From an optimization exercise on the open Yosys and OpenROAD flow, aimed at small area; shortcuts taken in it are not production practice. At most, simulation tests tie the RTL to the original design; equivalence was not proved. Only the layout flow was run in runs 5, 6 and 8; the RTL was not checked for function there. No activity file was given, so power comes from the tool's default toggle rates. No driver is modelled on the clock port, so clocking that relies on it looks cheaper here than on a real chip.

`flow/config.mk`:
```
export PLATFORM = sky130hd
export DESIGN_NAME = sha1_core
export DESIGN_NICKNAME = sha1_core
export VERILOG_FILES = /design/flow/design.v
export SDC_FILE = /design/flow/constraint.sdc
export NUM_CORES = 4
export LEC_CHECK = 0
export CAP_MARGIN = 20
export CORE_MARGIN = 2
export CORE_UTILIZATION = 60
export CTS_BUF_LIST = sky130_fd_sc_hd__clkbuf_4
export SLEW_MARGIN = 20
```
`flow/constraint.sdc`:
```
create_clock -name core_clock -period 10.0 [get_ports {clk}]
set_input_delay 2.0000 -clock core_clock [delete_from_list [all_inputs] [get_ports {clk}]]
set_output_delay 2.0000 -clock core_clock [all_outputs]
set_load 0.01 [all_outputs]
```
`flow/design.v`:
```
`default_nettype none
`timescale 1ns/10ps
module sha1_core (
	input  logic           clk,
	input  logic           reset,
	input  logic           start,
	input  logic [511:0]   block,
	output logic           busy,
	output logic           done,
	output logic [159:0]   hash
);
	localparam logic [31:0] iv0 = 32'h67452301;
	localparam logic [31:0] iv1 = 32'hEFCDAB89;
	localparam logic [31:0] iv2 = 32'h98BADCFE;
	localparam logic [31:0] iv3 = 32'h10325476;
	localparam logic [31:0] iv4 = 32'hC3D2E1F0;
	localparam logic [31:0] k0  = 32'h5A827999;
	localparam logic [31:0] k1  = 32'h6ED9EBA1;
	localparam logic [31:0] k2  = 32'h8F1BBCDC;
	localparam logic [31:0] k3  = 32'hCA62C1D6;
	localparam logic [7:0] last_cnt = 8'd179;
	logic         accept;
	logic [7:0]   cnt;
	logic [6:0]   r;
	logic         j;
	logic         last;
	assign accept = start & ~busy;
	assign r      = cnt[7:1];
	assign j      = cnt[0];
	assign last   = (cnt == last_cnt);
	always_ff @(posedge clk)
	begin
		if (accept)
			cnt <= 8'd0;
		else
			cnt <= cnt + 8'd1;
	end
	always_ff @(posedge clk)
	begin
		if (reset)
		begin
			busy <= 1'b0;
			done <= 1'b0;
		end
		else
		begin
			done <= busy & last;
			if (accept)
				busy <= 1'b1;
			else if (last)
				busy <= 1'b0;
		end
	end
	logic        pre;
	logic        post;
	logic        e_rot;
	logic        e_unrot;
	logic        expand;
	logic [1:0]  grp;
	logic [31:0] kw;
	logic [15:0] kd;
	assign pre    = (r < 7'd5);
	assign post   = (r >= 7'd85);
	assign expand = (r >= 7'd21);
	assign e_unrot = (r >= 7'd88);
	assign e_rot   = ~pre & ~e_unrot;
	always_comb
	begin
		if (r < 7'd25)
			grp = 2'd0;
		else if (r < 7'd45)
			grp = 2'd1;
		else if (r < 7'd65)
			grp = 2'd2;
		else
			grp = 2'd3;
	end
	always_comb
	begin
		case (r)
			7'd0:    kw = {iv4[29:0], iv4[31:30]};
			7'd1:    kw = {iv3[29:0], iv3[31:30]};
			7'd2:    kw = {iv2[29:0], iv2[31:30]};
			7'd3:    kw = iv1;
			7'd4:    kw = iv0;
			7'd85:   kw = iv4;
			7'd86:   kw = iv3;
			7'd87:   kw = iv2;
			7'd88:   kw = iv1;
			7'd89:   kw = iv0;
			default:
				case (grp)
					2'd0:    kw = k0;
					2'd1:    kw = k1;
					2'd2:    kw = k2;
					default: kw = k3;
				endcase
		endcase
	end
	assign kd = j ? kw[31:16] : kw[15:0];
	logic [161:0] ws;
	logic [15:0]  dg [0:9];
	logic [1:0]   d10;
	always_comb
	begin
		for (int i = 0; i < 10; i++)
			dg[i] = ws[159 - 16*i -: 16];
	end
	assign d10 = ws[161:160];
	logic [15:0] op_a;
	logic [15:0] op_b;
	logic [15:0] op_c;
	logic [15:0] op_d;
	logic [15:0] op_e;
	logic [15:0] op_f;
	logic [15:0] op_w;
	logic [15:0] t_d;
	assign op_a = (pre | post) ? 16'd0 : {dg[1][10:0], j ? dg[2][15:11] : dg[0][15:11]};
	assign op_b = dg[3];
	assign op_c = {j ? dg[6][1:0] : dg[4][1:0], dg[5][15:2]};
	assign op_d = {j ? dg[8][1:0] : dg[6][1:0], dg[7][15:2]};
	always_comb
	begin
		if (e_rot)
			op_e = {j ? d10 : dg[8][1:0], dg[9][15:2]};
		else if (e_unrot)
			op_e = dg[9];
		else
			op_e = 16'd0;
	end
	always_comb
	begin
		if (pre | post)
			op_f = 16'd0;
		else
			case (grp)
				2'd0:    op_f = (op_b & op_c) | (~op_b & op_d);
				2'd2:    op_f = (op_b & op_c) | (op_b & op_d) | (op_c & op_d);
				default: op_f = op_b ^ op_c ^ op_d;
			endcase
	end
	logic [511:0] ss;
	logic [15:0]  sd [0:31];
	logic [15:0]  xb;
	logic         xtop;
	logic         xsave;
	logic [15:0]  wd;
	always_comb
	begin
		for (int i = 0; i < 32; i++)
			sd[i] = ss[16*i +: 16];
	end
	assign xb   = sd[5] ^ sd[15] ^ sd[27] ^ sd[31];
	assign xtop = j ? xsave : (sd[4][15] ^ sd[14][15] ^ sd[26][15] ^ sd[30][15]);
	assign wd   = expand ? {xb[14:0], xtop} : sd[31];
	assign op_w = (pre | post) ? 16'd0 : wd;
	always_ff @(posedge clk)
		xsave <= xb[15];
	logic [511:0] ss_load;
	always_comb
	begin
		for (int k = 0; k < 16; k++)
		begin
			ss_load[16*((53 - 2*k) % 32) +: 16] = block[(15 - k)*32 +: 16];
			ss_load[16*((52 - 2*k) % 32) +: 16] = block[(15 - k)*32 + 16 +: 16];
		end
	end
	always_ff @(posedge clk)
	begin
		if (accept)
			ss <= ss_load;
		else
			ss <= {ss[495:0], wd};
	end
	logic [3:0]  cy;
	logic [3:0]  cin;
	logic [15:0] s1, c1, s2, c2, s3, c3;
	logic [16:0] rc;
	assign cin = j ? cy : 4'd0;
	assign s1 = op_a ^ op_f ^ op_e;
	assign c1 = (op_a & op_f) | (op_a & op_e) | (op_f & op_e);
	logic [15:0] c1s;
	assign c1s = {c1[14:0], cin[0]};
	assign s2 = s1 ^ c1s ^ op_w;
	assign c2 = (s1 & c1s) | (s1 & op_w) | (c1s & op_w);
	logic [15:0] c2s;
	assign c2s = {c2[14:0], cin[1]};
	assign s3 = s2 ^ c2s ^ kd;
	assign c3 = (s2 & c2s) | (s2 & kd) | (c2s & kd);
	logic [15:0] c3s;
	assign c3s = {c3[14:0], cin[2]};
	always_comb
	begin
		rc[0] = cin[3];
		for (int i = 0; i < 16; i++)
		begin
			t_d[i]    = s3[i] ^ c3s[i] ^ rc[i];
			rc[i + 1] = (s3[i] & c3s[i]) | (s3[i] & rc[i]) | (c3s[i] & rc[i]);
		end
	end
	always_ff @(posedge clk)
	begin
		cy <= {rc[16], c3[15], c2[15], c1[15]};
		ws <= {ws[1:0], t_d, ws[159:16]};
	end
	assign hash = ws[159:0];
endmodule
`default_nettype wire
```
`flow/flow/run.sh`:
```
#!/bin/bash
# Standard layout, with plain buf_1 cells as the port buffers.
set -euo pipefail
export BUFFER_PORTS_ARGS="-buffer_cell sky130_fd_sc_hd__buf_1"
bash standard.sh > standard_flow.log 2>&1
```
`flow/standard.sh`:
```
#!/bin/bash
# synth_recipe.tcl (not shown) runs the flow's synth.tcl, then flattens the netlist and writes it again
# the make line also repeats each setting of config.mk as NAME=value (left out here)
make -C /OpenROAD-flow-scripts/flow DESIGN_CONFIG=/design/flow/config.mk WORK_HOME=/design/flow/orfs CLKGATE_MAP_FILE= SYNTH_SCRIPT=/design/flow/synth_recipe.tcl "${@:-finish}"
```
==> impl_metrics.toml, run 1 <==
[run_status]
outcome = "finished clean"

[worst_setup_path]
crit_slowest_cell = "fa_1"
crit_type = "register to register"
cpMostUsedCell = "fa_2"
path_delay_family = "adder cells"
cp-end-kind = "register"
worst-path-stages = 30
cp_num_buf_inv = 5
startpoint_type = "register"
ff2ff_path_depth = 30
cp.arrival_ns = 10.51
critical_path.max_stage_delay_ns = 0.50
crit_required_ns = 10.86
cp_max_fo = 3

[power_and_ir_drop]
power_switching_mw = 2.36
p_sw_share_pct = 30.7
combPwrFrac_pct = 19.6
p_per_area_mw_per_mm2 = 259
p_leak_nw = 11.6
pwr-share-clk_pct = 30.2
power.internal_mw = 5.33
ir_drop_mv = 0.141
p_seq_share_pct = 50.2

[sta]
tns_ns = 0
slew_violations = 0
relSlewSlack_pct = 26.9
hold_ws_ns = 0.322
period_needed_ns = 9.65
rsz0062_at_grt = "false"
worst_pin_slew_ns = 1.10
finalSetupViolations = 0
finalCritPeriodShare_pct = 96.5
fmax_mhz = 104
finalHoldViolCount = 0
final.setup_skew_ns = 0.0439

[global_route]
antenna_found_initial = 23
grt_pass1_vias = 17500
gr-total-overflow = 0
grt_pass1_wl_um = 103000
grt_max_degree = 177
track_usage_pct = 33.9

[floorplan]
die_x_um = 206
num_rows = 74
die_h_um = 206
dieArea_sq_mm = 0.0425
initial_core_util_pct = 60.5
ios = 677
core_area_sq_mm = 0.0406

[route]
ant_nets = 0
firstDrtPassIters = 4
routedWlPerCell_um = 22.5
drc = 0
viasPerCell = 5.18
drtIter0Drc = 966
wl_um = 73300
vias = 16900

[placed_design]
place_congestion = 0.916
hpwl_um = 57400
port_buffers = 676

[synthesis]
yosys.area.top_type = "dfxtp_1"
ys_top_cells_by_count = "689 x dfxtp_1, 505 x mux2_2, 80 x fa_1"
synth_top_area_share_pct = 56.2
synth_edf_count = 0
yosysUniqueCellTypes = 71
synth.area.top_cells = "dfxtp_1 56%, mux2_2 23%, fa_1 6.5%"
synthesis.nets = 2426
async_flop_share_pct = 0
seq_area_frac_synth_pct = 56.2
synth_ff_type = "dfxtp_1"
yosysMostFrequentCell = "dfxtp_1"
synth_area_sq_mm = 0.0245
ys_ff_latch = 689
synth_warnings = 3
synth_cells = 1824
synth_area_per_cell_sq_um = 13.5

[clock_tree]
post-cts-setup-buffer-count = 0
clock_latency_ns = 1.01
htreeDepth = 4
cts_tree = "yes"
clock-root-buffer = "clkbuf_4"
cts_made_buffers = 166
clk_pin_slew_ns = 0.07
cts_hold_buf = 0
clock-sinks = 689
max-clock-path-buffers = 3

[layout]
drive_gt1_share_pct = 30.5
nNetsFinal = 3201
syn2layout_area_growth_pct = 21.0

[worst_hold_path]
hold_path.class = "register to register"
whs_path_depth = 0

[job]
drv_cap = 0
## cells by family after synthesis
family | count (synthesis) | share of synthesized area (%)
compound gates | 136 | 4.05
xor+xnor | 57 | 2.03
fa+ha+maj | 87 | 6.88
buf+inv | 160 | 3.00
flops | 689 | 56.2
mux | 540 | 24.6
simple gates | 155 | 3.19
## sequential cells by signal, indices dropped and copies added, names as in the netlist
name   cells
xsave      1
cnt        8
ws       162
done       1
busy       1
ss       512
cy         4
## per-layer routing
layer	up-vias	wire [um]	track usage [%]
li1	7880	-	-
met1	8170	28000	38.1
met2	687	36800	57.1
met3	146	5580	11.3
met4	14	2810	17.7
met5	-	99	0
## per-stage QoR
| stage | std cells | power (mW) | util, % | worst slack [ns] | cell area (sq um) |
|---|---|---|---|---|---|
| 6_report | 3260 | 7.68 | 73.2 | 0.351 | 29700 |
| 5_1_grt | 3255 | 8.06 | 73.2 | 0.0306 | 29700 |
| 4_1_cts | 3244 | 7.72 | 73.1 | 0.0261 | 29600 |
| 3_5_place_dp | 2963 | 5.40 | 67.9 | 0.0455 | 27500 |
| 3_3_place_gp | 2963 | 5.38 | 67.9 | 0.0930 | 27500 |
| 2_1_floorplan | 1824 | 4.65 | - | 0.000590 | 24600 |
## final cells by class
class	instances	area [sq um]
clock buffer	233	1750
sequential	689	13800
clock inverter	48	363
tap	532	666
multi-input combinational	975	10100
timing repair buffer	704	2770
inverter	63	236
fill	2910	10900
antenna	16	40.0
## cell usage in the layout, fill, tap and decap left out, drive strengths merged, types with 15 or more instances in the layout
cell type and instances:
buf 704, dfxtp 689, mux2 506, clkbuf 233, fa 80, inv 65, nor2 53, xnor2 38
nand2 38, clkinv 37, mux2i 34, a21oi 31, o21ai 26, xor2 19, a211oi 17, diode 16
nand2b 15, a22o 15
## power groups by stage
stage	clock, mW	sequential [mW]	combinational, mW
floorplan	0	3.84	0.812
global placement	0	3.89	1.49
detailed placement	0	3.91	1.49
CTS	2.36	3.85	1.51
global route	2.51	3.91	1.65
finish	2.32	3.86	1.50
## final timing paths
| kind | startpoint | endpoint | slack [ns] |
|---|---|---|---|
| setup / recovery | cnt[2] | ws[159] | 0.35 |
| hold / removal | ws[88] | ws[72] | 0.32 |
| hold reg to reg | ws[88] | ws[72] | 0.32 |
| setup reg to reg | cnt[2] | ws[159] | 0.35 |
## repair_timing
item                                   in CTS  in global routing
setup endpoints to repair                   0                  1
resized for setup                           0                  5
endpoints found under the hold margin       0                  0
==> run 2: changes to the inputs <==
==> flow/run.sh (new file) <==
#!/bin/bash
# synth_recipe.tcl (not shown) runs the flow's synth.tcl, then flattens the netlist and writes it again
# the make line also repeats each setting of config.mk as NAME=value (left out here)
make -C /OpenROAD-flow-scripts/flow DESIGN_CONFIG=/design/flow/config.mk WORK_HOME=/design/flow/orfs CLKGATE_MAP_FILE= SYNTH_SCRIPT=/design/flow/synth_recipe.tcl finish
removed: flow/flow/run.sh
removed: flow/standard.sh
==> impl_metrics.toml, run 2 <==
[power_and_ir_drop]
p_per_area_mw_per_mm2 = 243
p_leak_nw = 13.4
ir_drop_mv = 0.165
report.power.total_mw = 8.23

[worst_setup_path]
regToRegStartpoint = "cnt[2]"
reg2reg_slack_ns = 0.29
crit_required_ns = 10.87
ff2ff_path_depth = 30
cpMostUsedCell = "fa_2"
cp-end-kind = "register"
startpoint_type = "register"
cp.arrival_ns = 10.58
critical_path.max_stage_delay_ns = 0.52
cp_max_fo = 3
r2r_end = "ws[159]"
crit_type = "register to register"
crit_slowest_cell = "fa_1"

[sta]
relSlewSlack_pct = 20.5
finalSetupViolations = 0
finalCritPeriodShare_pct = 97.1
tns_ns = 0
rsz0062_at_grt = "false"
final.setup_skew_ns = 0.0515
hold_ws_ns = 0.330
period_needed_ns = 9.71
slew_violations = 0
fmax_mhz = 103
worst_pin_slew_ns = 1.19
finalHoldViolCount = 0

[floorplan]
initial_core_util_pct = 60.5
die_h_um = 206
die_x_um = 206
dieArea_sq_mm = 0.0425
num_rows = 74
ios = 677
core_area_sq_mm = 0.0406

[global_route]
track_usage_pct = 37.3
gr-total-overflow = 0
grt_pass1_wl_um = 113000
top_usage_layer = "met2"
grt_max_degree = 210
grt_use_met2_pct = 63.1
antenna_found_initial = 32
grtUsageMet3_pct = 13.8
use_met1_pct = 39.3
grt_pass1_vias = 18600

[synthesis]
seq_area_frac_synth_pct = 56.2
synth_warnings = 3
synth_top_area_share_pct = 56.2
yosys.area.top_type = "dfxtp_1"
ys_top_cells_by_count = "689 x dfxtp_1, 505 x mux2_2, 80 x fa_1"
async_flop_share_pct = 0
synth_edf_count = 0
ys_ff_latch = 689
synth.area.top_cells = "dfxtp_1 56%, mux2_2 23%, fa_1 6.5%"
synth_ff_type = "dfxtp_1"
yosysUniqueCellTypes = 71
synthesis.nets = 2426
synth_cells = 1824
synth_area_per_cell_sq_um = 13.5
yosysMostFrequentCell = "dfxtp_1"
synth_area_sq_mm = 0.0245

[route]
wl_um = 81000
firstDrtPassIters = 5
routedWlPerCell_um = 24.8
vias = 17500
viasPerCell = 5.37
ant_nets = 0
drtIter0Drc = 1214
drc = 0

[layout]
mostFrequentLayoutCells = "687 x dfxtp_1, 676 x clkdlybuf4s50_1, 505 x mux2_2"
reg.largest.list = "ss x512, ws x162, cnt x8"
nNetsFinal = 3204
syn2layout_area_growth_pct = 38.0
drive_gt1_share_pct = 30.4
layout_commonest_cell = "dfxtp_1"
fillers = 2067
ff_latch_area_sq_mm = 0.0138
final_cells = 3264
largest_register_ffs = 512
top_register = "ss"
multiInputGateArea_sq_mm = 0.0101

[worst_hold_path]
min_to = "ws[12]"
hold_path.class = "register to register"
min_from = "ws[28]"
whs_path_depth = 0

[job]
drv_cap = 0

[clock_tree]
max-clock-path-buffers = 3
cts_tree = "yes"
cts_made_buffers = 170
cts_hold_buf = 0
htreeDepth = 4
clock_latency_ns = 1.00
clk_pin_slew_ns = 0.06
clock-root-buffer = "clkbuf_4"
clock-sinks = 689
post-cts-setup-buffer-count = 0

[placed_design]
port_buffers = 676
dpl.cell_count = 2962
place_congestion = 0.934
hpwl_um = 60000

[run_status]
outcome = "finished clean"
run 2: changes by cell type in the layout (fill, tap and decap cells not counted), sizes merged:
cell           delta
diode             +8
clkdlybuf4s50   +676
bufinv            -3
buf             -677
clkbuf            +5
clkinv            -8
inv               +3
run 2: where the power goes:
group | internal, mW | switching [mW]
registers | 3.39 | 0.513
logic | 1.19 | 0.839
clock network | 1.17 | 1.13
total | 5.75 | 2.48
run 2: worst max-delay path, delay by kind of cell (launching register included):
kind	cells	cell delay [ns]
flip-flops	1	0.31
AND/OR/NAND/NOR	1	0.33
adder cells (fa/ha/maj)	20	7.97
buffers and inverters	5	0.30
AO/OA/AOI/OAI	4	0.71
run 2: per-layer routing:
layer | wire length (um) | up-vias
li1 | - | 7909
met1 | 28600 | 8370
met2 | 40300 | 951
met3 | 7390 | 276
met4 | 4590 | 22
met5 | 145 | -
run 2: kinds of logic after synthesis:
group                    count (synthesis)  share of synthesized area (%)
flip-flops                             689                           56.2
XOR/XNOR                                57                           2.03
adder cells (fa/ha/maj)                 87                           6.88
AO/OA/AOI/OAI                          136                           4.05
multiplexers                           540                           24.6
buffers and inverters                  160                           3.00
AND/OR/NAND/NOR                        155                           3.19
run 2: layout make-up:
type | instances | area share (%)
clock inverter | 40 | 0.732
antenna | 24 | 0.177
clock buffer | 238 | 5.28
tap | 532 | 1.97
multi-input combinational | 975 | 29.7
inverter | 63 | 0.698
sequential | 689 | 40.7
timing repair buffer | 703 | 20.7
run 2: what timing repair did:
action / in CTS / in global routing
pin swaps: 1 / 3
gates resized for setup: 0 / 3
endpoints found under the setup margin: 1 / 1
endpoints found under the hold margin: 0 / 0
cloned: 0 / 0
run 2: worst max-delay path by stage:
stage                       from       to  depth (start not counted)
after detailed placement  cnt[2]  ws[159]                         30
after CTS                 cnt[2]  ws[159]                         30
final                     cnt[2]  ws[159]                         30
after floorplan           cnt[2]  ws[159]                         32
after global placement    cnt[2]  ws[159]                         30
after global routing      cnt[5]  ws[159]                         29
run 2: stage by stage:
stage	utilization [%]	instance area [sq um]	setup WS, ns
2_1_floorplan	-	24600	0.000590
3_3_place_gp	78.3	31700	0.105
3_5_place_dp	78.3	31700	0.00277
4_1_cts	83.3	33800	0.00268
5_1_grt	83.4	33800	0.0277
6_report	83.5	33900	0.286
==> run 3: changes to the inputs <==
--- a/flow/config.mk
+++ b/flow/config.mk
@@ -7,6 +7,5 @@
 export LEC_CHECK = 0
 export CAP_MARGIN = 20
 export CORE_MARGIN = 2
-export CORE_UTILIZATION = 60
-export CTS_BUF_LIST = sky130_fd_sc_hd__clkbuf_4
+export CORE_UTILIZATION = 40
 export SLEW_MARGIN = 20
==> impl_metrics.toml, run 3 <==
[route]
wl_um = 84700
ant_nets = 0
drtIter0Drc = 822
routedWlPerCell_um = 25.2
firstDrtPassIters = 5
vias = 16200
viasPerCell = 4.83
drc = 0

[worst_hold_path]
min_from = "ws[117]"
hold_path.class = "register to register"
min_to = "ws[101]"
whs_path_depth = 0

[floorplan]
die_x_um = 252
dieArea_sq_mm = 0.0633
die_h_um = 252
ios = 677
num_rows = 90
core_area_sq_mm = 0.0605
initial_core_util_pct = 40.6

[synthesis]
synth_ff_type = "dfxtp_1"
synth_top_area_share_pct = 56.2
synth_area_per_cell_sq_um = 13.5
synth_edf_count = 0
yosysMostFrequentCell = "dfxtp_1"
synth_cells = 1824
ys_top_cells_by_count = "689 x dfxtp_1, 505 x mux2_2, 80 x fa_1"
synth_area_sq_mm = 0.0245
synthesis.nets = 2426
async_flop_share_pct = 0
synth.area.top_cells = "dfxtp_1 56%, mux2_2 23%, fa_1 6.5%"
ys_ff_latch = 689
yosys.area.top_type = "dfxtp_1"
seq_area_frac_synth_pct = 56.2
synth_warnings = 3
yosysUniqueCellTypes = 71

[clock_tree]
htreeDepth = 3
cts_hold_buf = 0
clock-root-buffer = "clkbuf_16"
max-clock-path-buffers = 3
clk_pin_slew_ns = 0.07
cts_tree = "yes"
clock-sinks = 689
post-cts-setup-buffer-count = 0
cts_made_buffers = 72
clock_latency_ns = 0.61

[sta]
worst_pin_slew_ns = 1.26
rsz0062_at_grt = "false"
final.setup_skew_ns = 0.0190
period_needed_ns = 9.77
finalCritPeriodShare_pct = 97.7
tns_ns = 0
slew_violations = 0
fmax_mhz = 102
relSlewSlack_pct = 16.2
finalHoldViolCount = 0
finalSetupViolations = 0

[global_route]
antenna_found_initial = 38
track_usage_pct = 26.3
grt_max_degree = 183
grt_pass1_vias = 17200
grt_pass1_wl_um = 119000
gr-total-overflow = 0

[run_status]
outcome = "finished clean"

[placed_design]
dpl.cell_count = 3217
port_buffers = 676
hpwl_um = 68900
place_congestion = 0.904

[layout]
syn2layout_area_growth_pct = 41.0
final_cells = 3360
drive_gt1_share_pct = 27.0
fillers = 4974
layout_commonest_cell = "dfxtp_1"
reg.largest.list = "ss x512, ws x162, cnt x8"
mostFrequentLayoutCells = "687 x dfxtp_1, 676 x clkdlybuf4s50_1, 505 x mux2_2"
largest_register_ffs = 512
nNetsFinal = 3111
top_register = "ss"

[job]
drv_cap = 0

[power_and_ir_drop]
ir_drop_mv = 0.150
p_leak_nw = 13.4
p_per_area_mw_per_mm2 = 249

[worst_setup_path]
reg2reg_slack_ns = 0.23
cp-end-kind = "register"
ff2ff_path_depth = 30
regToRegStartpoint = "cnt[2]"
r2r_end = "ws[159]"
cp_max_fo = 2
startpoint_type = "register"
critical_path.max_stage_delay_ns = 0.52
cpMostUsedCell = "fa_2"
crit_slowest_cell = "fa_1"
cp.arrival_ns = 10.26
crit_required_ns = 10.49
crit_type = "register to register"
[run 3: cell counts after synthesis]
Identical to the previous run, type by type.
[run 3: timing repair]
action,in CTS,in global routing
resized for setup,1,5
pin swaps,1,5
hold endpoints to repair,0,0
endpoints found under the setup margin,1,1
[run 3: layer usage]
layer	wire, um	GRT usage, %	part of all wire, %	vias to the layer above
met5	273	0	0.32	-
met4	1480	6.48	1.7	44
met3	6050	8.34	7.2	126
met2	44300	48.2	52	541
li1	-	-	-	7626
met1	32500	29.4	38	7875
[run 3: per-stage QoR]
| step | power [mW] | setup WS, ns | utilization (%) | hold WS (ns) | instance area, sq um |
|---|---|---|---|---|---|
| 4_1_cts | 8.70 | 0.0521 | 57.1 | 0.348 | 34500 |
| 3_5_place_dp | 5.93 | 0.00413 | 53.1 | 0.334 | 32100 |
| 2_1_floorplan | 4.65 | 0.000590 | - | 0.382 | 24600 |
| 6_report | 8.61 | 0.231 | 57.2 | 0.348 | 34600 |
| 3_3_place_gp | 5.94 | 0.0539 | 53.1 | 0.335 | 32100 |
| 5_1_grt | 8.99 | 0.0212 | 57.2 | 0.350 | 34600 |
[run 3: where the power goes]
group / leakage [nW] / switching [mW] / total (mW) / internal (mW)
logic: 6.43 / 0.812 / 2.00 / 1.19
clock network: 1.20 / 1.13 / 2.74 / 1.62
registers: 5.80 / 0.476 / 3.86 / 3.39
[run 3: cell families after synthesis]
family / after synthesis / share of synthesized area, %
xor gates and xnor gates: 57 / 2.03
muxes: 540 / 24.6
and+or+nand+nor: 155 / 3.19
adders and majority gates: 87 / 6.88
AOI/OAI and AO/OA: 136 / 4.05
DFF: 689 / 56.2
buffers and inverters: 160 / 3.00
[run 3: how the worst max path moves through the flow]
stage / start / endpoint
6_report: cnt[2] / ws[159]
2_1_floorplan: cnt[2] / ws[159]
3_3_place_gp: cnt[2] / ws[159]
3_5_place_dp: cnt[2] / ws[159]
5_1_grt: cnt[2] / ws[159]
4_1_cts: cnt[2] / ws[159]
[run 3: cell type report]
type / instances / area, sq um / area share (%)
flip-flops and latches: 689 / 13800 / 39.9
multi-input cells: 975 / 10100 / 29.1
repair buffers: 708 / 7040 / 20.3
clock buffers: 103 / 2080 / 6.01
well taps: 782 / 978 / 2.83
clock inverters: 28 / 354 / 1.02
inverters: 63 / 236 / 0.684
diodes: 12 / 30.0 / 0.0868
[run 3: critical path, delay by kind of cell, from the launching register on]
family                     cells  cell delay, ns
DFF                            1            0.31
buffers and inverters          5            0.30
and+or+nand+nor                1            0.31
adders and majority gates     20            7.99
AOI/OAI and AO/OA              4            0.74
==> run 4: changes to the inputs <==
--- a/flow/design.v
+++ b/flow/design.v
@@ -141,19 +141,25 @@
 	end
 	logic [511:0] ss;
 	logic [15:0]  sd [0:31];
+	logic         pol;
 	logic [15:0]  xb;
 	logic         xtop;
 	logic         xsave;
+	logic [15:0]  wx;
+	logic [15:0]  ring_in;
 	logic [15:0]  wd;
 	always_comb
 	begin
 		for (int i = 0; i < 32; i++)
 			sd[i] = ss[16*i +: 16];
 	end
+	assign pol = ~j;
 	assign xb   = sd[5] ^ sd[15] ^ sd[27] ^ sd[31];
 	assign xtop = j ? xsave : (sd[4][15] ^ sd[14][15] ^ sd[26][15] ^ sd[30][15]);
-	assign wd   = expand ? {xb[14:0], xtop} : sd[31];
-	assign op_w = (pre | post) ? 16'd0 : wd;
+	assign wx   = {xb[14:0], xtop};
+	assign ring_in = expand ? (wx ^ {16{pol}}) : sd[31];
+	assign wd      = ring_in ^ {16{pol}};
+	assign op_w    = (pre | post) ? 16'd0 : wd;
 	always_ff @(posedge clk)
 		xsave <= xb[15];
 	logic [511:0] ss_load;
@@ -168,9 +174,9 @@
 	always_ff @(posedge clk)
 	begin
 		if (accept)
-			ss <= ss_load;
-		else
-			ss <= {ss[495:0], wd};
+			ss <= ~ss_load;
+		else
+			ss <= ~{ss[495:0], ring_in};
 	end
 	logic [3:0]  cy;
 	logic [3:0]  cin;
==> flow/flow/run.sh (new file) <==
#!/bin/bash
# Standard layout, with plain buf_1 cells as the port buffers and a clock
# tree of larger sink clusters without dummy loads.
set -euo pipefail
export BUFFER_PORTS_ARGS="-buffer_cell sky130_fd_sc_hd__buf_1"
export CTS_ARGS="$(cat flow/cts_args.txt)"
bash standard.sh > standard_flow.log 2>&1
==> flow/flow/cts_args.txt (new file) <==
-sink_clustering_enable -repair_clock_nets -dont_use_dummy_load -sink_clustering_size 30 -sink_clustering_max_diameter 200 -buf_list sky130_fd_sc_hd__clkbuf_16
==> flow/standard.sh (new file) <==
#!/bin/bash
# synth_recipe.tcl (not shown) runs the flow's synth.tcl, then flattens the netlist and writes it again
# the make line also repeats each setting of config.mk as NAME=value (left out here)
make -C /OpenROAD-flow-scripts/flow DESIGN_CONFIG=/design/flow/config.mk WORK_HOME=/design/flow/orfs CLKGATE_MAP_FILE= SYNTH_SCRIPT=/design/flow/synth_recipe.tcl "${@:-finish}"
--- a/flow/config.mk
+++ b/flow/config.mk
@@ -7,5 +7,5 @@
 export LEC_CHECK = 0
 export CAP_MARGIN = 20
 export CORE_MARGIN = 2
-export CORE_UTILIZATION = 40
+export CORE_UTILIZATION = 60
 export SLEW_MARGIN = 20
removed: flow/run.sh
==> impl_metrics.toml, run 4 <==
[synthesis]
async_flop_share_pct = 0
yosysMostFrequentCell = "dfxtp_1"
synth_compound_area_share_pct = 5.19
ys_top_cells_by_count = "689 x dfxtp_1, 515 x mux2i_1, 80 x fa_1"
synth.area.top_cells = "dfxtp_1 57%, mux2i_1 21%, fa_1 6.6%"
synth_top_family_by_area = "multiplexers"
synth_area_per_cell_sq_um = 12.9
synth_cells = 1878
synth_warnings = 3
synth_ff_type = "dfxtp_1"
synth_top_area_share_pct = 57.1
yosysUniqueCellTypes = 64
synth_edf_count = 0
synth_fa_ha_area_share_pct = 6.99
synth_mux_area_share_pct = 21.8
synthXorXnorAreaFrac_pct = 3.16
synthesis.nets = 2480
yosys.area.top_type = "dfxtp_1"
synth_area_sq_mm = 0.0241
ys_ff_latch = 689
synthSimpleGateAreaFrac_pct = 2.96
seq_area_frac_synth_pct = 57.1

[sta]
tns_ns = 0
worst_slack_ns = 0.264
finalHoldViolCount = 0
worst_pin_slew_ns = 1.08
slew_violations = 0
relSlewSlack_pct = 27.9
finalSetupViolations = 0
final.setup_skew_ns = 0.0129
finalCritPeriodShare_pct = 97.4
fmax_mhz = 103
rsz0062_at_grt = "false"
period_needed_ns = 9.74
hold_ws_ns = 0.352

[floorplan]
initial_core_util_pct = 60.8
die_x_um = 205
num_rows = 73
core_area_sq_mm = 0.0397
ios = 677
die_h_um = 205
dieArea_sq_mm = 0.0419

[placed_design]
placed_area_sq_mm = 0.0273
hpwl_um = 59500
port_buffers = 676
place_congestion = 0.934
place_ws_ns = 0.0446
dpl.cell_count = 3023

[layout]
multiInputGateArea_sq_mm = 0.00978
nNetsFinal = 3132
fillers = 2962
drive_gt1_share_pct = 4.71
final_cell_area_sq_mm = 0.0281
final_cells = 3062
layout_commonest_cell = "dfxtp_1"
syn2layout_area_growth_pct = 16.2
mostFrequentLayoutCells = "682 x dfxtp_1, 676 x buf_1, 515 x mux2i_1"
postLayoutCoreUtil_pct = 70.7
largest_register_ffs = 512
top_register = "ss"
ff_latch_area_sq_mm = 0.0138
reg.largest.list = "ss x512, ws x162, cnt x8"

[route]
firstDrtPassIters = 5
wl_met2_um = 36100
top_layer_used = "met5"
wl_um = 73300
routedWlPerCell_um = 23.9
drtIter0Drc = 1063
drc = 0
ant_nets = 0
route.met3.wl_um = 4570
vias = 16500
drt-met1-wl_um = 29700
viasPerCell = 5.37

[worst_hold_path]
whs_path_depth = 0
hold_path.class = "register to register"

[global_route]
grt_pass1_vias = 16600
grt_max_degree = 144
grt_pass1_wl_um = 104000
track_usage_pct = 33.9
gr-total-overflow = 0
antenna_found_initial = 18

[worst_setup_path]
crit_required_ns = 10.49
cp-end-kind = "register"
cp_max_fo = 5
startpoint_type = "register"
ff2ff_path_depth = 27
cp.arrival_ns = 10.23
crit_type = "register to register"

[run_status]
outcome = "finished clean"

[power_and_ir_drop]
ir_drop_mv = 0.168
p_leak_nw = 11.6
p_per_area_mw_per_mm2 = 238
report.power.total_mw = 6.68

[clock_tree]
max-clock-path-buffers = 3
clock-root-buffer = "clkbuf_16"
clock-sinks = 689
cts_hold_buf = 0
htreeDepth = 1
cts_tree = "yes"
cts_made_buffers = 26
clock_latency_ns = 0.60
clk_pin_slew_ns = 0.12

[job]
drv_cap = 0
-- run 4: cell types whose count changed in the layout (fill, tap and decap cells not counted), sizes merged, moves of 26 or more --
| cell | delta |
|---|---|
| a21oi | +26 |
| mux2 | -498 |
| buf | +687 |
| clkbuf | -77 |
| mux2i | +482 |
| clkdlybuf4s50 | -676 |
-- run 4: cell families after synthesis --
group / count (synthesis)
compound gates: 184
mux: 524
xor+xnor: 87
simple gates: 151
flops: 689
buf+inv: 156
fa+ha+maj: 87
-- run 4: worst paths after layout --
path	slack (ns)	end	start
max	0.26	ws[159]	cnt[2]
min	0.35	ws[7]	ws[23]
max reg2reg	0.26	ws[159]	cnt[2]
min reg2reg	0.35	ws[7]	ws[23]
-- run 4: timing repair --
item                                   4_1_cts  5_1_grt
setup endpoints to repair                    0        2
gates resized for setup                      0       10
endpoints found under the hold margin        0        0
buffers inserted                             0        3
-- run 4: final cells by class --
class / count / share of cell area [%]
repair buffers: 719 / 10.4
diodes: 9 / 0.0802
inverters: 61 / 0.816
multi-input cells: 1033 / 34.9
flip-flops and latches: 689 / 49.2
clock buffers: 26 / 2.32
well taps: 525 / 2.34
-- run 4: worst max-delay path, cell delays in order, from the launching register on --
cell      delay (ns)
dfxtp_4         0.39
o21a_1          0.19
a21oi_2         0.10
o31ai_4         0.35
ha_2            0.28
a22oi_2         0.08
a211oi_2        0.25
fa_1            0.47
fa_1            0.50
fa_1            0.49
inv_1           0.05
fa_2            0.35
fa_2            0.39
fa_2            0.37
fa_2            0.41
fa_2            0.41
fa_2            0.40
fa_2            0.40
fa_2            0.41
fa_2            0.41
fa_2            0.41
fa_2            0.42
fa_2            0.41
fa_2            0.41
fa_2            0.41
fa_1            0.41
inv_1           0.08
fa_1            0.38
-- run 4: routing by layer --
layer,track usage [%],up-vias
li1,-,7747
met1,41.4,7973
met2,59.0,589
met3,7.29,128
met4,11.9,20
met5,0,-
-- run 4: report_power, final --
part / switching (mW) / internal (mW)
logic: 0.870 / 0.655
clock network: 0.801 / 0.470
registers: 0.488 / 3.39
total: 2.16 / 4.52
==> run 5: changes to the inputs <==
--- a/flow/design.v
+++ b/flow/design.v
@@ -115,7 +115,7 @@
 	logic [15:0] op_f;
 	logic [15:0] op_w;
 	logic [15:0] t_d;
-	assign op_a = (pre | post) ? 16'd0 : {dg[1][10:0], j ? dg[2][15:11] : dg[0][15:11]};
+	assign op_a = {dg[1][10:0], j ? dg[2][15:11] : dg[0][15:11]};
 	assign op_b = dg[3];
 	assign op_c = {j ? dg[6][1:0] : dg[4][1:0], dg[5][15:2]};
 	assign op_d = {j ? dg[8][1:0] : dg[6][1:0], dg[7][15:2]};
@@ -130,14 +130,11 @@
 	end
 	always_comb
 	begin
-		if (pre | post)
-			op_f = 16'd0;
-		else
-			case (grp)
-				2'd0:    op_f = (op_b & op_c) | (~op_b & op_d);
-				2'd2:    op_f = (op_b & op_c) | (op_b & op_d) | (op_c & op_d);
-				default: op_f = op_b ^ op_c ^ op_d;
-			endcase
+		case (grp)
+			2'd0:    op_f = (op_b & op_c) | (~op_b & op_d);
+			2'd2:    op_f = (op_b & op_c) | (op_b & op_d) | (op_c & op_d);
+			default: op_f = op_b ^ op_c ^ op_d;
+		endcase
 	end
 	logic [511:0] ss;
 	logic [15:0]  sd [0:31];
@@ -159,7 +156,7 @@
 	assign wx   = {xb[14:0], xtop};
 	assign ring_in = expand ? (wx ^ {16{pol}}) : sd[31];
 	assign wd      = ring_in ^ {16{pol}};
-	assign op_w    = (pre | post) ? 16'd0 : wd;
+	assign op_w    = wd;
 	always_ff @(posedge clk)
 		xsave <= xb[15];
 	logic [511:0] ss_load;
@@ -183,12 +180,17 @@
 	logic [15:0] s1, c1, s2, c2, s3, c3;
 	logic [16:0] rc;
 	assign cin = j ? cy : 4'd0;
-	assign s1 = op_a ^ op_f ^ op_e;
-	assign c1 = (op_a & op_f) | (op_a & op_e) | (op_f & op_e);
+	logic        pseudo;
+	logic [15:0] s1g, c1g;
+	assign pseudo = pre | post;
+	assign s1  = op_a ^ op_f ^ op_w;
+	assign c1  = (op_a & op_f) | (op_a & op_w) | (op_f & op_w);
+	assign s1g = pseudo ? 16'd0 : s1;
+	assign c1g = pseudo ? 16'd0 : c1;
 	logic [15:0] c1s;
-	assign c1s = {c1[14:0], cin[0]};
-	assign s2 = s1 ^ c1s ^ op_w;
-	assign c2 = (s1 & c1s) | (s1 & op_w) | (c1s & op_w);
+	assign c1s = {c1g[14:0], cin[0]};
+	assign s2 = s1g ^ c1s ^ op_e;
+	assign c2 = (s1g & c1s) | (s1g & op_e) | (c1s & op_e);
 	logic [15:0] c2s;
 	assign c2s = {c2[14:0], cin[1]};
 	assign s3 = s2 ^ c2s ^ kd;
@@ -206,7 +208,7 @@
 	end
 	always_ff @(posedge clk)
 	begin
-		cy <= {rc[16], c3[15], c2[15], c1[15]};
+		cy <= {rc[16], c3[15], c2[15], c1g[15]};
 		ws <= {ws[1:0], t_d, ws[159:16]};
 	end
 	assign hash = ws[159:0];
==> flow/flow/cts_args.txt (replaced) <==
-sink_clustering_enable -repair_clock_nets -dont_use_dummy_load -sink_clustering_size 40 -sink_clustering_max_diameter 150 -buf_list sky130_fd_sc_hd__clkbuf_16
--- a/flow/config.mk
+++ b/flow/config.mk
@@ -7,5 +7,5 @@
 export LEC_CHECK = 0
 export CAP_MARGIN = 20
 export CORE_MARGIN = 2
-export CORE_UTILIZATION = 60
+export CORE_UTILIZATION = 75
 export SLEW_MARGIN = 20
==> impl_metrics.toml, run 5 <==
[run_status]
outcome = "did not finish"
failing_step = "I/O pin placement"
tool.error = "[ERROR PPL-0024] Number of IO pins (677) exceeds maximum number of available positions (658). Increase the die perimeter from 733.56um to 920.72um."

[synthesis]
synth_cells = 1854
yosysMostFrequentCell = "dfxtp_1"
yosys.area.top_type = "dfxtp_1"
synthesis.nets = 2456
synth_top_area_share_pct = 57.1
synth.area.top_cells = "dfxtp_1 57%, mux2i_1 22%, fa_1 6.6%"
synth_edf_count = 0
async_flop_share_pct = 0
synth_area_sq_mm = 0.0241
synth_warnings = 3
synth_area_per_cell_sq_um = 13.0
ys_ff_latch = 689
ys_top_cells_by_count = "689 x dfxtp_1, 528 x mux2i_1, 80 x fa_1"
synth_ff_type = "dfxtp_1"
yosysUniqueCellTypes = 63
seq_area_frac_synth_pct = 57.1

[floorplan]
num_rows = 65
die_h_um = 183
initial_core_util_pct = 76.3
die_x_um = 183
[run 5: cell count changes after synthesis, sizes merged, moves of 10 or more]
cell	delta
a211oi	-12
mux2i	+12
nor2	-37
mux2	+20
a21oi	-25
clkbuf	+17
o211ai	-10
buf	-11
xor2	-14
and2	-11
xnor2	+15
and3	+29
[run 5: logic make-up after synthesis]
logic type                 synth area share [%]
muxes                                      23.2
AOI/OAI and AO/OA                          3.62
adders and majority gates                  7.00
and+or+nand+nor                            3.27
xor gates and xnor gates                   3.19
buffers and inverters                      2.57
DFF                                        57.1
==> run 6: changes to the inputs <==
--- a/flow/design.v
+++ b/flow/design.v
@@ -18,22 +18,39 @@
 	localparam logic [31:0] k1  = 32'h6ED9EBA1;
 	localparam logic [31:0] k2  = 32'h8F1BBCDC;
 	localparam logic [31:0] k3  = 32'hCA62C1D6;
-	localparam logic [7:0] last_cnt = 8'd179;
+	localparam logic [2:0] ph_load = 3'd7;
 	logic         accept;
-	logic [7:0]   cnt;
-	logic [6:0]   r;
 	logic         j;
+	logic [4:0]   sub;
+	logic [2:0]   ph;
+	logic         pseudo;
+	logic         pre;
+	logic         post;
+	logic         wrap;
 	logic         last;
 	assign accept = start & ~busy;
-	assign r      = cnt[7:1];
-	assign j      = cnt[0];
-	assign last   = (cnt == last_cnt);
+	assign pseudo = ph[2];
+	assign pre    = ph[2] & ph[0];
+	assign post   = ph[2] & ~ph[0];
+	assign wrap   = pseudo ? (sub == 5'd4) : (sub == 5'd19);
+	assign last   = post & wrap & j;
 	always_ff @(posedge clk)
 	begin
 		if (accept)
-			cnt <= 8'd0;
-		else
-			cnt <= cnt + 8'd1;
+		begin
+			j   <= 1'b0;
+			sub <= 5'd0;
+			ph  <= ph_load;
+		end
+		else
+		begin
+			j <= ~j;
+			if (j)
+			begin
+				sub <= wrap ? 5'd0 : sub + 5'd1;
+				ph  <= wrap ? ph + 3'd1 : ph;
+			end
+		end
 	end
 	always_ff @(posedge clk)
 	begin
@@ -51,51 +68,33 @@
 				busy <= 1'b0;
 		end
 	end
-	logic        pre;
-	logic        post;
 	logic        e_rot;
 	logic        e_unrot;
 	logic        expand;
 	logic [1:0]  grp;
 	logic [31:0] kw;
 	logic [15:0] kd;
-	assign pre    = (r < 7'd5);
-	assign post   = (r >= 7'd85);
-	assign expand = (r >= 7'd21);
-	assign e_unrot = (r >= 7'd88);
+	assign grp     = ph[1:0];
+	assign expand  = ~ph[2] & (ph[1] | ph[0] | sub[4]);
+	assign e_unrot = post & (sub[2] | (sub[1] & sub[0]));
 	assign e_rot   = ~pre & ~e_unrot;
 	always_comb
 	begin
-		if (r < 7'd25)
-			grp = 2'd0;
-		else if (r < 7'd45)
-			grp = 2'd1;
-		else if (r < 7'd65)
-			grp = 2'd2;
-		else
-			grp = 2'd3;
-	end
-	always_comb
-	begin
-		case (r)
-			7'd0:    kw = {iv4[29:0], iv4[31:30]};
-			7'd1:    kw = {iv3[29:0], iv3[31:30]};
-			7'd2:    kw = {iv2[29:0], iv2[31:30]};
-			7'd3:    kw = iv1;
-			7'd4:    kw = iv0;
-			7'd85:   kw = iv4;
-			7'd86:   kw = iv3;
-			7'd87:   kw = iv2;
-			7'd88:   kw = iv1;
-			7'd89:   kw = iv0;
-			default:
-				case (grp)
-					2'd0:    kw = k0;
-					2'd1:    kw = k1;
-					2'd2:    kw = k2;
-					default: kw = k3;
-				endcase
-		endcase
+		if (pseudo)
+			case (sub[2:0])
+				3'd0:    kw = pre ? {iv4[29:0], iv4[31:30]} : iv4;
+				3'd1:    kw = pre ? {iv3[29:0], iv3[31:30]} : iv3;
+				3'd2:    kw = pre ? {iv2[29:0], iv2[31:30]} : iv2;
+				3'd3:    kw = iv1;
+				default: kw = iv0;
+			endcase
+		else
+			case (grp)
+				2'd0:    kw = k0;
+				2'd1:    kw = k1;
+				2'd2:    kw = k2;
+				default: kw = k3;
+			endcase
 	end
 	assign kd = j ? kw[31:16] : kw[15:0];
 	logic [161:0] ws;
@@ -180,9 +179,7 @@
 	logic [15:0] s1, c1, s2, c2, s3, c3;
 	logic [16:0] rc;
 	assign cin = j ? cy : 4'd0;
-	logic        pseudo;
 	logic [15:0] s1g, c1g;
-	assign pseudo = pre | post;
 	assign s1  = op_a ^ op_f ^ op_w;
 	assign c1  = (op_a & op_f) | (op_a & op_w) | (op_f & op_w);
 	assign s1g = pseudo ? 16'd0 : s1;
==> flow/flow/cts_args.txt (replaced) <==
-sink_clustering_enable -repair_clock_nets -dont_use_dummy_load -sink_clustering_size 30 -sink_clustering_max_diameter 200 -buf_list sky130_fd_sc_hd__clkbuf_16
==> flow/config.mk (replaced) <==
export PLATFORM = sky130hd
export DESIGN_NAME = sha1_core
export DESIGN_NICKNAME = sha1_core
export VERILOG_FILES = /design/flow/design.v
export SDC_FILE = /design/flow/constraint.sdc
export NUM_CORES = 4
export LEC_CHECK = 0
export CAP_MARGIN = 0
export CORE_MARGIN = 2
export CORE_UTILIZATION = 60
export SLEW_MARGIN = 0
==> impl_metrics.toml, run 6 <==
[clock_tree]
cts_made_buffers = 26
post-cts-setup-buffer-count = 0
clock_latency_ns = 0.62
clock-root-buffer = "clkbuf_16"
clk_pin_slew_ns = 0.12
max-clock-path-buffers = 3
clock-sinks = 690
cts_tree = "yes"
htreeDepth = 1

[worst_hold_path]
whs_path_depth = 0
hold_path.class = "register to register"
min_from = "ws[116]"

[worst_setup_path]
crit_type = "register to register"
cpMostUsedCell = "fa_1"
crit_required_ns = 10.45
path_delay_family = "adder cells"
startpoint_type = "register"
worst-path-stages = 33
cp_max_fo = 19
ff2ff_path_depth = 33
cp.arrival_ns = 9.97
cp-startpoint = "ph[0]"
regToRegStartpoint = "ph[0]"
critical_path.max_stage_delay_ns = 0.51
reg2reg_slack_ns = 0.49
crit_slowest_cell = "fa_1"
cp_num_buf_inv = 9
cp-end-kind = "register"

[synthesis]
synth_area_sq_mm = 0.0241
ys_top_cells_by_count = "690 x dfxtp_1, 519 x mux2i_1, 80 x fa_1"
synth_ff_type = "dfxtp_1"
synth_edf_count = 0
yosysMostFrequentCell = "dfxtp_1"
yosysUniqueCellTypes = 56
synth_area_per_cell_sq_um = 13.3
synth_top_area_share_pct = 57.2
synthesis.nets = 2420
async_flop_share_pct = 0
ys_ff_latch = 690
synth_cells = 1812
synth.area.top_cells = "dfxtp_1 57%, mux2i_1 22%, fa_1 6.6%"
yosys.area.top_type = "dfxtp_1"
synth_warnings = 3
seq_area_frac_synth_pct = 57.2

[placed_design]
place_congestion = 0.904
port_buffers = 676
hpwl_um = 57000

[global_route]
top_usage_layer = "met2"
use_met1_pct = 42.8
gr-total-overflow = 0
grt_pass1_wl_um = 99900
grtUsageMet3_pct = 8.83
grt_max_degree = 133
grt_pass1_vias = 15400
grt_use_met2_pct = 54.1
antenna_found_initial = 15
track_usage_pct = 32.7

[floorplan]
ios = 677
die_h_um = 205
num_rows = 73
dieArea_sq_mm = 0.0418
core_area_sq_mm = 0.0397
die_x_um = 205
initial_core_util_pct = 60.7

[route]
ant_nets = 0
drtIter0Drc = 1017
vias = 15700
viasPerCell = 5.27
firstDrtPassIters = 7
wl_um = 71600
routedWlPerCell_um = 24.1
drc = 0

[sta]
relSlewSlack_pct = 31.2
rsz0062_at_grt = "false"
fmax_mhz = 105
finalCritPeriodShare_pct = 95.1
worst_pin_slew_ns = 1.00
period_needed_ns = 9.51
finalHoldViolCount = 0
final.setup_skew_ns = 0.0592
finalSetupViolations = 0
slew_violations = 0
tns_ns = 0

[power_and_ir_drop]
p_per_area_mw_per_mm2 = 249
ir_drop_mv = 0.268
report.power.total_mw = 6.92
p_leak_nw = 11.6

[layout]
top_register = "ss"
mostFrequentLayoutCells = "689 x dfxtp_1, 676 x buf_1, 518 x mux2i_1"
largest_register_ffs = 512
drive_gt1_share_pct = 3.41
syn2layout_area_growth_pct = 14.9
layout_commonest_cell = "dfxtp_1"
fillers = 3006
nNetsFinal = 3047
reg.largest.list = "ss x512, ws x162, sub x5"

[job]
drv_cap = 0

[run_status]
outcome = "finished clean"
## run 6: timing repair
item / 4_1_cts / 5_1_grt
resized for setup: 0 / 3
hold buffers: 0 / 0
setup endpoints to repair: 0 / 2
## run 6: logic make-up (layout without fill, tap and decap cells)
logic type | after synthesis | after routing | share of synthesized area [%]
other | 0 | 10 | 0
DFF | 690 | 690 | 57.2
adders and majority gates | 93 | 93 | 7.31
muxes | 544 | 544 | 22.7
buffers and inverters | 142 | 767 | 2.69
AOI/OAI and AO/OA | 130 | 130 | 3.85
xor gates and xnor gates | 67 | 67 | 3.29
and+or+nand+nor | 146 | 146 | 2.93
## run 6: through the flow
step           std cells  hold WS, ns  instance area [sq um]  worst slack [ns]  utilization [%]
2_1_floorplan       1812        0.382                  24100             0.823                -
3_3_place_gp        2936        0.333                  27100             0.548             68.1
3_5_place_dp        2936        0.336                  27100             0.395             68.1
4_1_cts             2962        0.317                  27700             0.342             69.7
5_1_grt             2969        0.318                  27700            0.0193             69.8
6_report            2972        0.322                  27700             0.486             69.8
## run 6: path summary, 6_finish.rpt
| check | endpoint |
|---|---|
| worst min register to register | ws[100] |
| worst min-delay path | ws[100] |
| worst max register to register | ws[159] |
| worst max-delay path | ws[159] |
## run 6: area by class of cell
| class | instances | area (sq um) | area share, % |
|---|---|---|---|
| inverters | 47 | 176 | 0.636 |
| flip-flops and latches | 690 | 13800 | 49.8 |
| diodes | 10 | 25.0 | 0.0902 |
| repair buffers | 694 | 2710 | 9.78 |
| well taps | 525 | 657 | 2.37 |
| clock buffers | 26 | 651 | 2.35 |
| multi-input cells | 980 | 9710 | 35.0 |
## run 6: per-layer routing
layer | part of all wire (%) | vias up
li1 | - | 7441
met3 | 7.7 | 88
met1 | 42 | 7554
met4 | 1.9 | 14
met5 | 0.15 | -
met2 | 48 | 570
## run 6: power breakdown
group          internal, mW  switching (mW)  total (mW)
Combinational         0.820           0.974        1.79
Sequential             3.39           0.470        3.86
Clock                 0.470           0.795        1.27
==> run 7: changes to the inputs <==
--- a/flow/design.v
+++ b/flow/design.v
@@ -180,18 +180,15 @@
 	logic [16:0] rc;
 	assign cin = j ? cy : 4'd0;
 	logic [15:0] s1g, c1g;
-	assign s1  = op_a ^ op_f ^ op_w;
-	assign c1  = (op_a & op_f) | (op_a & op_w) | (op_f & op_w);
+	always_comb for (int i = 0; i < 16; i++) {c1[i], s1[i]} = {1'b0, op_a[i]} + {1'b0, op_f[i]} + {1'b0, op_w[i]};
 	assign s1g = pseudo ? 16'd0 : s1;
 	assign c1g = pseudo ? 16'd0 : c1;
 	logic [15:0] c1s;
 	assign c1s = {c1g[14:0], cin[0]};
-	assign s2 = s1g ^ c1s ^ op_e;
-	assign c2 = (s1g & c1s) | (s1g & op_e) | (c1s & op_e);
+	always_comb for (int i = 0; i < 16; i++) {c2[i], s2[i]} = {1'b0, s1g[i]} + {1'b0, c1s[i]} + {1'b0, op_e[i]};
 	logic [15:0] c2s;
 	assign c2s = {c2[14:0], cin[1]};
-	assign s3 = s2 ^ c2s ^ kd;
-	assign c3 = (s2 & c2s) | (s2 & kd) | (c2s & kd);
+	always_comb for (int i = 0; i < 16; i++) {c3[i], s3[i]} = {1'b0, s2[i]} + {1'b0, c2s[i]} + {1'b0, kd[i]};
 	logic [15:0] c3s;
 	assign c3s = {c3[14:0], cin[2]};
 	always_comb
@@ -199,8 +196,7 @@
 		rc[0] = cin[3];
 		for (int i = 0; i < 16; i++)
 		begin
-			t_d[i]    = s3[i] ^ c3s[i] ^ rc[i];
-			rc[i + 1] = (s3[i] & c3s[i]) | (s3[i] & rc[i]) | (c3s[i] & rc[i]);
+			{rc[i + 1], t_d[i]} = {1'b0, s3[i]} + {1'b0, c3s[i]} + {1'b0, rc[i]};
 		end
 	end
 	always_ff @(posedge clk)
--- a/flow/config.mk
+++ b/flow/config.mk
@@ -5,7 +5,7 @@
 export SDC_FILE = /design/flow/constraint.sdc
 export NUM_CORES = 4
 export LEC_CHECK = 0
-export CAP_MARGIN = 0
+export CAP_MARGIN = 20
 export CORE_MARGIN = 2
 export CORE_UTILIZATION = 60
-export SLEW_MARGIN = 0
+export SLEW_MARGIN = 20
==> impl_metrics.toml, run 7 <==
[run_status]
outcome = "finished clean"

[synthesis]
synth_ff_type = "dfxtp_1"
synthesis.nets = 2427
synth_area_sq_mm = 0.0240
synth_fa_ha_area_share_pct = 7.25
synth_cells = 1821
async_flop_share_pct = 0
yosysMostFrequentCell = "dfxtp_1"
synth_top_area_share_pct = 57.6
ys_top_cells_by_count = "690 x dfxtp_1, 515 x mux2i_1, 80 x fa_1"
yosys.area.top_type = "dfxtp_1"
synth_mux_area_share_pct = 22.4
yosysUniqueCellTypes = 57
synth.area.top_cells = "dfxtp_1 58%, mux2i_1 21%, fa_1 6.7%"
synth_warnings = 3
synth_compound_area_share_pct = 3.44
ys_ff_latch = 690
synth_area_per_cell_sq_um = 13.2
synthSimpleGateAreaFrac_pct = 3.48
synth_edf_count = 0
seq_area_frac_synth_pct = 57.6
synthXorXnorAreaFrac_pct = 3.20
synth_top_family_by_area = "multiplexers"

[clock_tree]
max-clock-path-buffers = 3
clock-sinks = 690
clk_pin_slew_ns = 0.12
cts_hold_buf = 0
clock-root-buffer = "clkbuf_16"
htreeDepth = 1
cts_made_buffers = 26
cts_tree = "yes"
clock_latency_ns = 0.61

[route]
drc = 0
wl_um = 74200
firstDrtPassIters = 5
drtIter0Drc = 1059
vias = 16000
routedWlPerCell_um = 24.7
ant_nets = 0
viasPerCell = 5.32

[power_and_ir_drop]
p_seq_share_pct = 56.2
p_per_area_mw_per_mm2 = 250
p_sw_share_pct = 33.8
combPwrFrac_pct = 25.6
power.internal_mw = 4.60
ir_drop_mv = 0.172
power_switching_mw = 2.35
pwr-share-clk_pct = 18.2
p_leak_nw = 11.3

[worst_setup_path]
cp.arrival_ns = 10.16
startpoint_type = "register"
cp-end-kind = "register"
cpMostUsedCell = "fa_1"
crit_slowest_cell = "fa_1"
critical_path.max_stage_delay_ns = 0.52
cp_max_fo = 15
crit_type = "register to register"
crit_required_ns = 10.55

[sta]
slew_violations = 0
finalSetupViolations = 0
worst_slack_ns = 0.392
rsz0062_at_grt = "false"
worst_pin_slew_ns = 0.986
hold_ws_ns = 0.346
period_needed_ns = 9.61
finalCritPeriodShare_pct = 96.1
tns_ns = 0
fmax_mhz = 104
finalHoldViolCount = 0
relSlewSlack_pct = 34.2
final.setup_skew_ns = 0.0340

[placed_design]
place_ws_ns = -0.0486
dpl.cell_count = 2958
hpwl_um = 60600
port_buffers = 676
place_congestion = 0.996

[layout]
nNetsFinal = 3071
postLayoutCoreUtil_pct = 70.0
layout_commonest_cell = "dfxtp_1"
mostFrequentLayoutCells = "689 x dfxtp_1, 676 x buf_1, 515 x mux2i_1"
syn2layout_area_growth_pct = 15.6
reg.largest.list = "ss x512, ws x162, sub x5"
final_cells = 2998
largest_register_ffs = 512
drive_gt1_share_pct = 4.30
top_register = "ss"

[global_route]
gr-total-overflow = 0
grt_pass1_vias = 15800
track_usage_pct = 34.3
grt_pass1_wl_um = 103000
antenna_found_initial = 18
grt_max_degree = 140

[floorplan]
die_h_um = 204
die_x_um = 204
num_rows = 73
initial_core_util_pct = 60.5
dieArea_sq_mm = 0.0416
core_area_sq_mm = 0.0396
ios = 677

[worst_hold_path]
hold_path.class = "register to register"

[job]
drv_cap = 0
[run 7: cell types whose count changed after synthesis, moves of 6 or more]
cell / delta
nor2b_1: -25
a221oi_1: +7
a22oi_1: -16
a21oi_1: +15
o2bb2ai_1: -12
mux2_2: -6
xor2_1: +17
buf_4: +6
xnor2_1: -7
o21ai_0: +6
and3_1: +21
o21a_1: -6
or2_2: +8
[run 7: repair_timing]
item                       CTS  global route
pin swaps                    0             4
gates resized for setup      2             8
setup endpoints to repair    1             2
setup buffers                0             3
[run 7: worst max-delay path: cells and delay by family (launching register included)]
kind / cells / cell delay, ns
buffers and inverters: 6 / 0.67
adder cells (fa/ha/maj): 19 / 7.78
AND/OR/NAND/NOR: 1 / 0.29
AO/OA/AOI/OAI: 2 / 0.43
flip-flops: 1 / 0.36
[run 7: per-layer routing]
| metal | track usage [%] | wire, um |
|---|---|---|
| met1 | 41.9 | 28500 |
| met2 | 59.0 | 36700 |
| met3 | 10.2 | 6810 |
| met4 | 9.78 | 2070 |
| met5 | 0 | 43 |
[run 7: layout make-up]
type | count | area [sq um]
fill | 3026 | 11900
tap | 525 | 657
inverter | 49 | 184
timing repair buffer | 709 | 2830
multi-input combinational | 989 | 9590
sequential | 690 | 13800
clock buffer | 26 | 651
antenna | 10 | 25.0
[run 7: power groups by stage]
stage	Sequential, mW	Combinational, mW	Clock [mW]
2_1_floorplan	3.84	0.925	0
5_1_grt	3.94	1.93	1.37
3_3_place_gp	3.92	1.72	0
4_1_cts	3.88	1.76	1.28
6_report	3.91	1.78	1.27
3_5_place_dp	3.94	1.74	0
[run 7: kinds of logic (layout without fill, tap and decap cells)]
| logic type | Yosys count | count (layout) |
|---|---|---|
| AO/OA/AOI/OAI | 125 | 125 |
| XOR/XNOR | 72 | 72 |
| adder cells (fa/ha/maj) | 91 | 91 |
| buffers and inverters | 142 | 784 |
| flip-flops | 690 | 690 |
| multiplexers | 534 | 534 |
| other | 0 | 10 |
| AND/OR/NAND/NOR | 167 | 167 |
[run 7: final timing paths]
path         startpoint       to  slack [ns]  cells after the start
max               ph[0]  ws[159]        0.39                     28
min              ws[88]   ws[72]        0.35                      0
max reg2reg       ph[0]  ws[159]        0.39                     28
min reg2reg      ws[88]   ws[72]        0.35                      0
[run 7: per-stage QoR]
stage | cell area [sq um] | power (mW)
final | 27800 | 6.95
after global routing | 27800 | 7.24
after CTS | 27600 | 6.92
after detailed placement | 27000 | 5.68
after global placement | 27000 | 5.64
after floorplan | 24000 | 4.77
==> run 8: changes to the inputs <==
--- a/flow/design.v
+++ b/flow/design.v
@@ -168,12 +168,7 @@
 		end
 	end
 	always_ff @(posedge clk)
-	begin
-		if (accept)
-			ss <= ~ss_load;
-		else
-			ss <= ~{ss[495:0], ring_in};
-	end
+		ss <= ~(({512{~accept}} | ss_load) & ({512{~busy}} | {ss[495:0], ring_in}));
 	logic [3:0]  cy;
 	logic [3:0]  cin;
 	logic [15:0] s1, c1, s2, c2, s3, c3;
--- a/flow/config.mk
+++ b/flow/config.mk
@@ -7,5 +7,5 @@
 export LEC_CHECK = 0
 export CAP_MARGIN = 20
 export CORE_MARGIN = 2
-export CORE_UTILIZATION = 60
+export CORE_UTILIZATION = 52
 export SLEW_MARGIN = 20
==> impl_metrics.toml, run 8 <==
[synthesis]
synth.area.top_cells = "dfxtp_1 62%, o22ai_1 14%, fa_1 7.1%"
yosysUniqueCellTypes = 67
yosys.area.top_type = "dfxtp_1"
yosysMostFrequentCell = "dfxtp_1"
synth_edf_count = 0
synth_ff_type = "dfxtp_1"
synth_area_per_cell_sq_um = 11.8
synth_top_area_share_pct = 61.6
seq_area_frac_synth_pct = 61.6
synth_warnings = 3
ys_ff_latch = 690
ys_top_cells_by_count = "690 x dfxtp_1, 503 x o22ai_1, 81 x buf_2"
synth_cells = 1898
synth_area_sq_mm = 0.0224
async_flop_share_pct = 0
synthesis.nets = 2504

[clock_tree]
clock-sinks = 690
clk_pin_slew_ns = 0.13
cts_made_buffers = 26
post-cts-setup-buffer-count = 0
clock-root-buffer = "clkbuf_16"
clock_latency_ns = 0.62
max-clock-path-buffers = 3
cts_tree = "yes"
cts_hold_buf = 0
htreeDepth = 1

[power_and_ir_drop]
pwr-share-clk_pct = 19.1
report.power.total_mw = 6.70
p_per_area_mw_per_mm2 = 258
p_seq_share_pct = 55.7
p_leak_nw = 9.74
p_sw_share_pct = 33.5
power_switching_mw = 2.24
power.internal_mw = 4.45
combPwrFrac_pct = 25.1
ir_drop_mv = 0.213

[worst_setup_path]
critical_path.max_stage_delay_ns = 0.54
cp_max_fo = 2
cpMostUsedCell = "fa_1"
cp.arrival_ns = 10.12
path_delay_family = "adder cells"
crit_required_ns = 10.52
cp_num_buf_inv = 5
crit_slowest_cell = "fa_1"
crit_type = "register to register"
cp-end-kind = "register"
ff2ff_path_depth = 29
worst-path-stages = 29
startpoint_type = "register"

[placed_design]
port_buffers = 676
place_congestion = 0.916
hpwl_um = 58800
place_ws_ns = -0.122

[layout]
top_register = "ss"
reg.largest.list = "ss x512, ws x162, sub x5"
syn2layout_area_growth_pct = 15.8
drive_gt1_share_pct = 4.80
layout_commonest_cell = "dfxtp_1"
fillers = 3718
mostFrequentLayoutCells = "689 x dfxtp_1, 676 x buf_1, 503 x o22ai_1"
postLayoutCoreUtil_pct = 60.7
largest_register_ffs = 512
nNetsFinal = 3089

[route]
firstDrtPassIters = 5
ant_nets = 0
routedWlPerCell_um = 25.0
drc = 0
vias = 17100
drtIter0Drc = 1597
viasPerCell = 5.60
wl_um = 76000

[worst_hold_path]
hold_path.class = "register to register"
whs_path_depth = 0

[global_route]
track_usage_pct = 32.2
grt_max_degree = 244
grt_pass1_vias = 16400
grt_pass1_wl_um = 105000
antenna_found_initial = 35
gr-total-overflow = 0

[sta]
period_needed_ns = 9.59
fmax_mhz = 104
final.setup_skew_ns = 0.0601
worst_pin_slew_ns = 1.14
hold_ws_ns = 0.352
tns_ns = 0
finalSetupViolations = 0
finalCritPeriodShare_pct = 95.9
finalHoldViolCount = 0
relSlewSlack_pct = 23.7
rsz0062_at_grt = "false"
slew_violations = 0
worst_slack_ns = 0.406

[floorplan]
initial_core_util_pct = 52.4
die_x_um = 212
core_area_sq_mm = 0.0428
die_h_um = 212
num_rows = 76
dieArea_sq_mm = 0.0448
ios = 677

[job]
drv_cap = 0

[run_status]
outcome = "finished clean"
[run 8: cell types whose count changed after synthesis, moves of 8 or more]
| cell | delta |
|---|---|
| nor2_1 | +8 |
| o32a_1 | +14 |
| xnor2_1 | +20 |
| buf_1 | +8 |
| nand2_1 | +10 |
| o21a_1 | -11 |
| o22ai_1 | +500 |
| clkbuf_1 | +27 |
| buf_2 | +20 |
| and3_1 | -8 |
| xor2_1 | -16 |
| xnor3_1 | -8 |
| mux2i_1 | -491 |
[run 8: power groups by stage]
stage | clock, mW | combinational (mW) | sequential [mW]
floorplan | 0 | 0.880 | 3.75
global placement | 0 | 1.67 | 3.77
detailed placement | 0 | 1.67 | 3.79
CTS | 1.29 | 1.69 | 3.73
global route | 1.38 | 1.86 | 3.78
finish | 1.28 | 1.68 | 3.73
[run 8: kinds of logic (layout without fill, tap and decap cells)]
logic type | count (synthesis) | after routing | synth area share [%]
muxes | 46 | 46 | 2.17
other | 0 | 18 | 0
DFF | 690 | 690 | 61.6
buffers and inverters | 201 | 784 | 4.02
xor gates and xnor gates | 68 | 68 | 2.78
AOI/OAI and AO/OA | 626 | 626 | 17.9
adders and majority gates | 91 | 91 | 7.75
and+or+nand+nor | 176 | 176 | 3.80
[run 8: layout make-up]
type / count / area, sq um / area share [%]
flip-flops and latches: 690 / 13800 / 53.2
multi-input cells: 1007 / 7780 / 30.0
repair buffers: 708 / 2800 / 10.8
well taps: 546 / 683 / 2.63
clock buffers: 26 / 651 / 2.50
inverters: 50 / 196 / 0.756
diodes: 18 / 45.0 / 0.173
[run 8: worst reg2reg max path: cells and delay by family (launching register included)]
kind	cells	cell delay, ns
multiplexers	2	0.49
buffers and inverters	5	0.42
flip-flops	1	0.37
AO/OA/AOI/OAI	1	0.13
AND/OR/NAND/NOR	1	0.30
adder cells (fa/ha/maj)	20	7.81
[run 8: timing repair]
item,4_1_cts,5_1_grt
setup endpoints to repair,1,2
gates resized for setup,5,6
gates cloned,0,0
[run 8: final timing paths]
check          from      end  slack (ns)
max           ph[0]  ws[159]        0.41
min          ws[21]    ws[5]        0.35
max reg2reg   ph[0]  ws[159]        0.41
min reg2reg  ws[21]    ws[5]        0.35
[run 8: layer usage]
| layer | up-vias | track usage, % | wire (um) |
|---|---|---|---|
| met5 | - | 0 | 217 |
| met4 | 32 | 12.7 | 2530 |
| met3 | 133 | 9.70 | 6240 |
| met2 | 670 | 52.3 | 36400 |
| met1 | 8126 | 40.3 | 30700 |
| li1 | 8097 | - | - |
[run 8: metrics by stage]
stage	std cells	instance area, sq um
global route	3042	26000
floorplan	1898	22500
CTS	3027	25900
global placement	3001	25200
detailed placement	3001	25200
finish	3045	26000

[what the ideal ports hide]
The flow's constraints put no driver on any port. The routed layouts listed below were extracted and timed again, unchanged, in two steps.
Step 1: set_driving_cell puts a clkbuf_16 on clk and a buf_2 on each other input, an assumption about the parent block.
Step 2 times the ports against the registers' clock, not the clock port: input delays grow and output delays shrink by t, the midpoint of the rising clock arrivals with the driver on.
a / b / c = ideal / step 1 / step 2; a / b = the first two.
run	t, ns	setup slack, ns	hold slack, ns
run 1	1.042	0.351 / 0.351 / 0.351	0.322 / 0.322 / 0.322
run 2	1.024	0.286 / 0.286 / 0.286	0.330 / 0.330 / 0.330
run 3	0.667	0.231 / 0.231 / 0.231	0.348 / 0.348 / 0.348
run 4	0.651	0.264 / 0.264 / 0.264	0.352 / 0.352 / 0.352
run 6	0.648	0.486 / 0.486 / 0.486	0.322 / 0.322 / 0.322
run 7	0.651	0.392 / 0.392 / 0.392	0.346 / 0.346 / 0.346
run 8	0.649	0.406 / 0.406 / 0.406	0.352 / 0.352 / 0.352
After both steps setup and hold are still met in every run listed.
